Context: an optimization exercise on an open-source flow, tuned for small area. The choices shown serve that exercise and are no tape-out recipe.
The RTL was checked by simulation tests, not by an equivalence proof against the original design.
Power is estimated from default activity; no workload was simulated.

File: design/flow/design.v
package matrix_accel_pkg;
  localparam int unsigned WORD_W     = 32;
  localparam int unsigned SIZE_W     = 16;
  localparam int unsigned DEF_ADDR_W = 14;
  localparam int unsigned DEF_A_BASE = 8;
  localparam int unsigned DEF_B_BASE = 4096;
  localparam int unsigned HDR0_ADDR = 0;
  localparam int unsigned HDR1_ADDR = 4;
  localparam logic [3:0] MM_BYTEEN_ALL = 4'hF;
  typedef logic [WORD_W-1:0] float32_t;
  localparam int unsigned ST_W = 3;
  typedef logic [ST_W-1:0] loader_state_t;
  localparam loader_state_t ST_IDLE      = 3'd0;
  localparam loader_state_t ST_HDR0      = 3'd1;
  localparam loader_state_t ST_HDR1      = 3'd2;
  localparam loader_state_t ST_LOAD_A    = 3'd3;
  localparam loader_state_t ST_LOAD_B    = 3'd4;
  localparam loader_state_t ST_START     = 3'd5;
  localparam loader_state_t ST_WAIT_DONE = 3'd6;
endpackage
module avm_write_port
#(
  parameter int unsigned ADDR_W = matrix_accel_pkg::DEF_ADDR_W
) (
  input  logic              clk,
  input  logic              rst,
  input  logic              req_i,
  input  logic [ADDR_W-1:0] addr_i,
  input  matrix_accel_pkg::float32_t          data_i,
  input  logic              waitrequest_i,
  output logic [ADDR_W-1:0] address_o,
  output logic              chipselect_o,
  output logic              write_o,
  output matrix_accel_pkg::float32_t          writedata_o,
  output logic [3:0]        byteenable_o,
  output logic              done_c_o,
  output logic              idle_o
);
  logic              write_q, write_d;
  logic [ADDR_W-1:0] addr_q, addr_d;
  matrix_accel_pkg::float32_t          data_q, data_d;
  always_comb begin
    write_d = write_q & waitrequest_i;
    addr_d  = addr_q;
    data_d  = data_q;
    if (req_i) begin
      write_d = 1'b1;
      addr_d  = addr_i;
      data_d  = data_i;
    end
  end
  always_ff @(posedge clk or posedge rst) begin
    if (rst) begin
      write_q <= 1'b0;
      addr_q  <= '0;
      data_q  <= '0;
    end else begin
      write_q <= write_d;
      addr_q  <= addr_d;
      data_q  <= data_d;
    end
  end
  assign address_o    = addr_q;
  assign writedata_o  = data_q;
  assign write_o      = write_q;
  assign chipselect_o = write_q;
  assign byteenable_o = write_q ? matrix_accel_pkg::MM_BYTEEN_ALL : 4'h0;
  assign done_c_o     = write_q & ~waitrequest_i;
  assign idle_o       = ~write_q;
endmodule
module matrix_sram_loader
#(
  parameter int unsigned ADDR_W = matrix_accel_pkg::DEF_ADDR_W,
  parameter int unsigned A_BASE = matrix_accel_pkg::DEF_A_BASE,
  parameter int unsigned B_BASE = matrix_accel_pkg::DEF_B_BASE
) (
  input  logic              clk,
  input  logic              rst,
  input  logic              cfg_valid,
  output logic              cfg_ready,
  input  logic [15:0]       cfg_size_a,
  input  logic [15:0]       cfg_size_b,
  input  logic [15:0]       cfg_size_c,
  input  logic [31:0]       s_data,
  input  logic              s_valid,
  output logic              s_ready,
  output logic [ADDR_W-1:0] avm_address,
  output logic              avm_chipselect,
  output logic              avm_write,
  output logic [31:0]       avm_writedata,
  output logic [3:0]        avm_byteenable,
  input  logic              avm_waitrequest,
  output logic              mult_start,
  input  logic              mult_valid,
  output logic              busy,
  output logic              error
);
  matrix_accel_pkg::loader_state_t     state_q, state_d;
  logic [matrix_accel_pkg::SIZE_W-1:0] size_a_q, size_a_d, size_b_q, size_b_d, size_c_q, size_c_d;
  logic [31:0]       n_a_q, n_a_d, n_b_q, n_b_d, idx_q, idx_d;
  logic              cfg_ready_q, cfg_ready_d, s_ready_q, s_ready_d;
  logic              busy_q, busy_d, mult_start_q, mult_start_d;
  logic              cfg_hs, s_hs, reject;
  logic              wr_req, wr_done, wr_idle, wr_hold;
  logic [ADDR_W-1:0] wr_addr;
  matrix_accel_pkg::float32_t          wr_data;
  logic [31:0]       prod_a, prod_b, n_cur, base_cur, addr_full;
  assign cfg_hs  = cfg_valid & cfg_ready_q;
  assign s_hs    = s_valid & s_ready_q;
  assign prod_a  = 32'(cfg_size_a) * 32'(cfg_size_b);
  assign prod_b  = 32'(cfg_size_b) * 32'(cfg_size_c);
  assign wr_hold = ~wr_idle & ~wr_done;
  localparam int unsigned A_CAP = (B_BASE - A_BASE) / 4;
  localparam int unsigned B_CAP = ((32'd1 << ADDR_W) - B_BASE) / 4;
  logic error_q;
  assign reject = (cfg_size_a == '0) | (cfg_size_b == '0) | (cfg_size_c == '0) |
                  (prod_a > A_CAP) | (prod_b > B_CAP);
  always_ff @(posedge clk or posedge rst) begin
    if (rst) error_q <= 1'b0;
    else     error_q <= cfg_hs & reject;
  end
  assign error = error_q;
  always_comb begin
    state_d   = state_q;
    size_a_d  = size_a_q;
    size_b_d  = size_b_q;
    size_c_d  = size_c_q;
    n_a_d     = n_a_q;
    n_b_d     = n_b_q;
    idx_d     = idx_q;
    wr_req    = 1'b0;
    wr_addr   = '0;
    wr_data   = '0;
    n_cur     = (state_q == matrix_accel_pkg::ST_LOAD_B) ? n_b_q : n_a_q;
    base_cur  = (state_q == matrix_accel_pkg::ST_LOAD_B) ? 32'(B_BASE) : 32'(A_BASE);
    addr_full = base_cur + (idx_q << 2);
    case (state_q)
      matrix_accel_pkg::ST_IDLE: begin
        if (cfg_hs && !reject) begin
          size_a_d = cfg_size_a;
          size_b_d = cfg_size_b;
          size_c_d = cfg_size_c;
          n_a_d    = prod_a;
          n_b_d    = prod_b;
          state_d  = matrix_accel_pkg::ST_HDR0;
        end
      end
      matrix_accel_pkg::ST_HDR0: begin
        if (wr_idle) begin
          wr_req  = 1'b1;
          wr_addr = ADDR_W'(matrix_accel_pkg::HDR0_ADDR);
          wr_data = {size_b_q, size_a_q};
        end else if (wr_done) begin
          wr_req  = 1'b1;
          wr_addr = ADDR_W'(matrix_accel_pkg::HDR1_ADDR);
          wr_data = {16'h0, size_c_q};
          state_d = matrix_accel_pkg::ST_HDR1;
        end
      end
      matrix_accel_pkg::ST_HDR1: begin
        if (wr_done) state_d = matrix_accel_pkg::ST_LOAD_A;
      end
      matrix_accel_pkg::ST_LOAD_A, matrix_accel_pkg::ST_LOAD_B: begin
        if (s_hs) begin
          wr_req  = 1'b1;
          wr_addr = ADDR_W'(addr_full);
          wr_data = s_data;
        end
        if (wr_done) idx_d = idx_q + 32'd1;
        if (!s_hs && !wr_hold && (idx_d == n_cur)) begin
          idx_d   = '0;
          state_d = (state_q == matrix_accel_pkg::ST_LOAD_A) ? matrix_accel_pkg::ST_LOAD_B : matrix_accel_pkg::ST_START;
        end
      end
      matrix_accel_pkg::ST_START:     state_d = matrix_accel_pkg::ST_WAIT_DONE;
      matrix_accel_pkg::ST_WAIT_DONE: if (mult_valid) state_d = matrix_accel_pkg::ST_IDLE;
      default:      state_d = matrix_accel_pkg::ST_IDLE;
    endcase
    cfg_ready_d  = (state_d == matrix_accel_pkg::ST_IDLE);
    busy_d       = (state_d != matrix_accel_pkg::ST_IDLE);
    mult_start_d = (state_d == matrix_accel_pkg::ST_START);
    s_ready_d    = ~(wr_req | wr_hold) &
                   (((state_d == matrix_accel_pkg::ST_LOAD_A) & (idx_d < n_a_q)) |
                    ((state_d == matrix_accel_pkg::ST_LOAD_B) & (idx_d < n_b_q)));
  end
  always_ff @(posedge clk or posedge rst) begin
    if (rst) begin
      state_q      <= matrix_accel_pkg::ST_IDLE;
      size_a_q     <= '0;
      size_b_q     <= '0;
      size_c_q     <= '0;
      n_a_q        <= '0;
      n_b_q        <= '0;
      idx_q        <= '0;
      cfg_ready_q  <= 1'b0;
      s_ready_q    <= 1'b0;
      busy_q       <= 1'b0;
      mult_start_q <= 1'b0;
    end else begin
      state_q      <= state_d;
      size_a_q     <= size_a_d;
      size_b_q     <= size_b_d;
      size_c_q     <= size_c_d;
      n_a_q        <= n_a_d;
      n_b_q        <= n_b_d;
      idx_q        <= idx_d;
      cfg_ready_q  <= cfg_ready_d;
      s_ready_q    <= s_ready_d;
      busy_q       <= busy_d;
      mult_start_q <= mult_start_d;
    end
  end
  assign cfg_ready  = cfg_ready_q;
  assign s_ready    = s_ready_q;
  assign busy       = busy_q;
  assign mult_start = mult_start_q;
  avm_write_port #(.ADDR_W(ADDR_W)) u_wr (
    .clk          (clk),
    .rst          (rst),
    .req_i        (wr_req),
    .addr_i       (wr_addr),
    .data_i       (wr_data),
    .waitrequest_i(avm_waitrequest),
    .address_o    (avm_address),
    .chipselect_o (avm_chipselect),
    .write_o      (avm_write),
    .writedata_o  (avm_writedata),
    .byteenable_o (avm_byteenable),
    .done_c_o     (wr_done),
    .idle_o       (wr_idle)
  );
endmodule
File: design/flow/run.sh
#!/bin/bash
# synth_recipe.tcl (not shown) runs the flow's synth.tcl, then flattens the netlist and writes it again
# the make line also repeats each setting of config.mk as NAME=value (left out here)
make -C /OpenROAD-flow-scripts/flow DESIGN_CONFIG=/design/flow/config.mk WORK_HOME=/design/flow/orfs CLKGATE_MAP_FILE= SYNTH_SCRIPT=/design/flow/synth_recipe.tcl finish
File: design/flow/config.mk
export PLATFORM = sky130hd
export DESIGN_NAME = matrix_sram_loader
export DESIGN_NICKNAME = matrix_sram_loader
export VERILOG_FILES = /design/flow/design.v
export SDC_FILE = /design/flow/constraint.sdc
export NUM_CORES = 4
export LEC_CHECK = 0
export CAP_MARGIN = 20
export CORE_MARGIN = 2
export CORE_UTILIZATION = 40
export SLEW_MARGIN = 20
File: design/flow/constraint.sdc
create_clock -name core_clock -period 11.0 [get_ports {clk}]
set_input_delay 2.2000 -clock core_clock [delete_from_list [all_inputs] [get_ports {clk}]]
set_output_delay 2.2000 -clock core_clock [all_outputs]
set_load 0.01 [all_outputs]
==> run_results.csv <==
group,metric,value,unit
power,ir_drop,0.487,mV
layout,syn2layout_area_growth,11.5,%
timing,hold_viol,0,
layout,drive_gt1_share,5.72,%
power,powerDensity,300,nW/um^2
detailed_routing,drtPass1Iterations,8,
place,portBuffers,140,
detailed_routing,drc,0,
yosys,ys.flop_type,"dfrtp_1",
timing,period_share,92.6,%
worst_hold_path,hold_class,"reg -> reg",
place,place_congestion,0.959,
detailed_routing,avgViaCountPerCell,5.32,
detailed_routing,route.final.wire_length,82600,um
timing,worst_pin_slew,1.05,ns
floorplan,pin_count,143,
setup_path,cp-start-kind,"input pin",
layout,fin_nets,4040,
worst_hold_path,hold_path_startpoint,"u_wr.data_q[4]$_DFFE_PP0P_",
yosys,synth_edf_count,0,
timing,min_period,10.19,ns
floorplan,fp.coreArea,71200,um^2
setup_path,critPathMaxStageDelay,1.11,ns
layout,antenna_cells,0,
clock_tree,cts_max_level,4,
clock_tree,cts_tree,"yes",
detailed_routing,vias,22700,
global_routing,groute.usage.overall,23.0,%
yosys,synthTopCellsByArea,"fa_1 27%, dfrtp_1 17%, ha_1 12%",
yosys,synth_top_area_cell,"fa_1",
global_routing,grt_overflow,0,
global_routing,grt_pass1_wl,132000,um
power,p_leak,15.8,nW
setup_path,timing.rr.start,"state_q[2]$_DFF_PP0_",
global_routing,grt_start_max_net_pins,130,
global_routing,first_global_vias,23300,
clock_tree,insertion_delay,0.50,ns
yosys,async_flop_share,100,%
job,drv_cap,0,
timing,rsz0062_at_grt,"false",
clock_tree,cts.sinks,197,
timing,max_freq,98.1,MHz
clock_tree,cts_buffers,17,
yosys,syn-cell-area,28700,um^2
floorplan,fp.dieH,272,um
clock_tree,path_clk_slew,0.08,ns
status,outcome,"timing/DRC/antenna clean",
floorplan,die-area,73900,um^2
clock_tree,hold_buffers,0,
yosys,synth_top_area_share,27.0,%
yosys,ys_types,85,
detailed_routing,detail-route-antenna-nets,0,
yosys,synthCells,3216,
yosys,yosys_warnings,2,
timing,slew_headroom,29.6,%
timing,setup_tns,0,ns
setup_path,worstSetupEndpointType,"register",
yosys,postSynthAreaPerCell,8.93,um^2
clock_tree,cts-root-buf,"clkbuf_16",
setup_path,critPathTopFamily,"adder cells",
global_routing,antenna_found_initial,1,
clock_tree,cts_resized,0,
setup_path,critical_path_class,"in -> reg",
setup_path,slowest_stage,"clkdlybuf4s50_1",
timing,finalSetupViolCount,0,
yosys,ys_ff_latch,197,
layout,fill_cells,6994,
clock_tree,cts_setup_buffers,0,
setup_path,crit_start,"cfg_size_a[8]",
setup_path,required,11.38,ns
setup_path,crit_buf_inv,6,
timing,finalMaxSlewViolations,0,
place,dp_hpwl,65400,um
yosys,yosysSeqAreaShare,17.2,%
setup_path,arrival,10.57,ns
setup_path,crit_path_frequent_cell,"fa_1",
clock_tree,cts.path.max_buffers,2,
timing,fin_skew,0.0264,ns
floorplan,die_w,272,um
floorplan,rows,98,
setup_path,crit_path_cell_trace,"clkdlybuf4s50_1, buf_4, nand2_1, fa_1, inv_1, fa_1, inv_1, fa_1, fa_1, inv_1, fa_1, ha_1, ha_1, nand2_1, nor3_1, or4b_1, a2bb2oi_1, o211ai_1, o311ai_0, nor4b_1, nand4_1, nor4_4, buf_12, mux2_2",
setup_path,crit_fanout,91,
detailed_routing,drtIter0Drc,1500,
detailed_routing,post_drt_wl_per_cell,19.4,um
floorplan,initial_core_util,40.3,%
layout,final_core_util,44.9,%
placed cells by master, fill, tap and decap left out, types with 12 or more instances in the layout:
master	instances
inv_1	544
nand2_1	415
fa_1	388
ha_1	274
and2_1	259
dfrtp_1	197
clkdlybuf4s50_1	140
nor2_1	120
o21ai_0	114
a21oi_1	93
buf_4	81
xnor2_1	70
mux2_2	45
mux2i_1	42
nand4_1	41
nand3_1	36
a222oi_1	32
nor3_1	29
nor4_1	28
a21o_1	26
xor2_1	22
and3_1	21
clkbuf_16	17
nand2b_1	16
a31oi_1	16
a211oi_1	15
o31ai_1	15
buf_12	13
nor2b_1	12
state kept, by name, indices dropped and copies added, names as in the netlist, 3 cells and up:
register and flops:
idx_q 32, n_a_q 32, n_b_q 32, size_a_q 16
size_b_q 16, size_c_q 16, state_q 3, u_wr.addr_q 12
u_wr.data_q 32
power breakdown:
group / leakage, nW / internal [mW] / switching (mW)
logic: 13.1 / 3.26 / 4.98
registers: 2.40 / 0.724 / 0.0000574
clock network: 0.273 / 0.309 / 0.342
cells in the mapped netlist (5+ instances only):
cell type / instances
a2111oi_0: 5
a211oi_1: 15
a21o_1: 26
a21oi_1: 93
a222oi_1: 32
a22o_1: 11
a31oi_1: 16
and2_1: 259
and3_1: 21
and4_1: 11
buf_2: 15
buf_4: 17
clkbuf_1: 140
dfrtp_1: 197
fa_1: 388
ha_1: 274
inv_1: 545
mux2_1: 5
mux2_2: 45
mux2i_1: 42
nand2_1: 415
nand2b_1: 16
nand3_1: 36
nand4_1: 41
nor2_1: 124
nor2b_1: 12
nor3_1: 29
nor4_1: 28
o211ai_1: 10
o21a_1: 11
o21ai_0: 115
o21bai_1: 6
o221ai_1: 6
o31ai_1: 15
o41ai_1: 5
or3_1: 10
or4_1: 5
xnor2_1: 70
xor2_1: 22
final cells by class:
| class | instances | area, um^2 | area share (%) |
|---|---|---|---|
| Inverter | 546 | 2060 | 6.43 |
| Clock buffer | 19 | 453 | 1.41 |
| Sequential cell | 197 | 4930 | 15.4 |
| Clock inverter | 13 | 119 | 0.371 |
| Multi-Input combinational cell | 2296 | 21000 | 65.6 |
| Timing Repair Buffer | 234 | 2270 | 7.09 |
| Tap cell | 950 | 1190 | 3.71 |
worst paths after layout:
check | endpoint | slack [ns] | depth (start not counted)
min | u_wr.data_q[4]$_DFFE_PP0P_ | 0.49 | 2
max in group asynchronous | n_b_q[5]$_DFFE_PP0P_ | 7.28 | 3
max | size_b_q[12]$_DFFE_PP0P_ | 0.81 | 24
min reg2reg | u_wr.data_q[4]$_DFFE_PP0P_ | 0.49 | 2
min in group asynchronous | n_a_q[17]$_DFFE_PP0P_ | 2.29 | 2
max reg2reg | s_ready_q$_DFF_PP0_ | 3.51 | 24
per-layer routing:
| metal | routed length (um) | part of all wire (%) | GRT usage [%] | vias to the layer above |
|---|---|---|---|---|
| li1 | - | - | - | 10500 |
| met1 | 36400 | 44 | 30.9 | 11500 |
| met2 | 40100 | 49 | 38.7 | 551 |
| met3 | 3790 | 4.6 | 2.74 | 107 |
| met4 | 2260 | 2.7 | 7.07 | 0 |
| met5 | 0 | 0 | 0 | - |
cells by family after synthesis:
group	after synthesis	share of synthesized area (%)
and+or+nand+nor	1030	17.9
adders and majority gates	662	39.0
other	1	0.0131
DFF	197	17.2
muxes	92	3.42
xor gates and xnor gates	95	3.05
buffers and inverters	724	9.80
AOI/OAI and AO/OA	415	9.65
metrics by stage:
stage | hold slack [ns] | std cells | setup WS [ns] | cell area [um^2] | power, mW
after floorplan | 0.455 | 3217 | 1.56 | 28700 | 6.71
after global placement | 0.461 | 4223 | 0.408 | 31400 | 8.95
after detailed placement | 0.463 | 4223 | 0.348 | 31400 | 8.89
after CTS | 0.489 | 4255 | 0.877 | 32000 | 9.61
after global routing | 0.526 | 4255 | 0.483 | 32000 | 10.6
final | 0.485 | 4255 | 0.809 | 32000 | 9.61
tightest hold or removal path, cell delays in order (launching register included):
cell and delay, ns:
dfrtp_1 0.35, nand2_1 0.05, nand2_1 0.05

separate check: timing with driven ports:
The results above use ideal ports. As a check the final layout listed here was re-extracted and re-timed, cells and wires unchanged.
Step 1: set_driving_cell puts a clkbuf_16 on clk and a buf_2 on each other input, an assumption about the parent block.
Step 2 moves the port delays by t, midway between the first and last clock arrival at a register: inputs arrive t later, outputs are due t later. That takes back most of the time a late clock gives input paths.
Slacks: ideal / step 1 / step 2; pairs: ideal / step 1.
shift t [ns]: 0.551
slack for setup (ns): 0.809 / 0.844 / 0.293
clock arrival spread, ns: 0.027 / 0.027
After both steps this run still meets setup and hold. For this run, drivers alone change the setup slack by +0.035 ns; drivers and shift together by -0.516 ns.
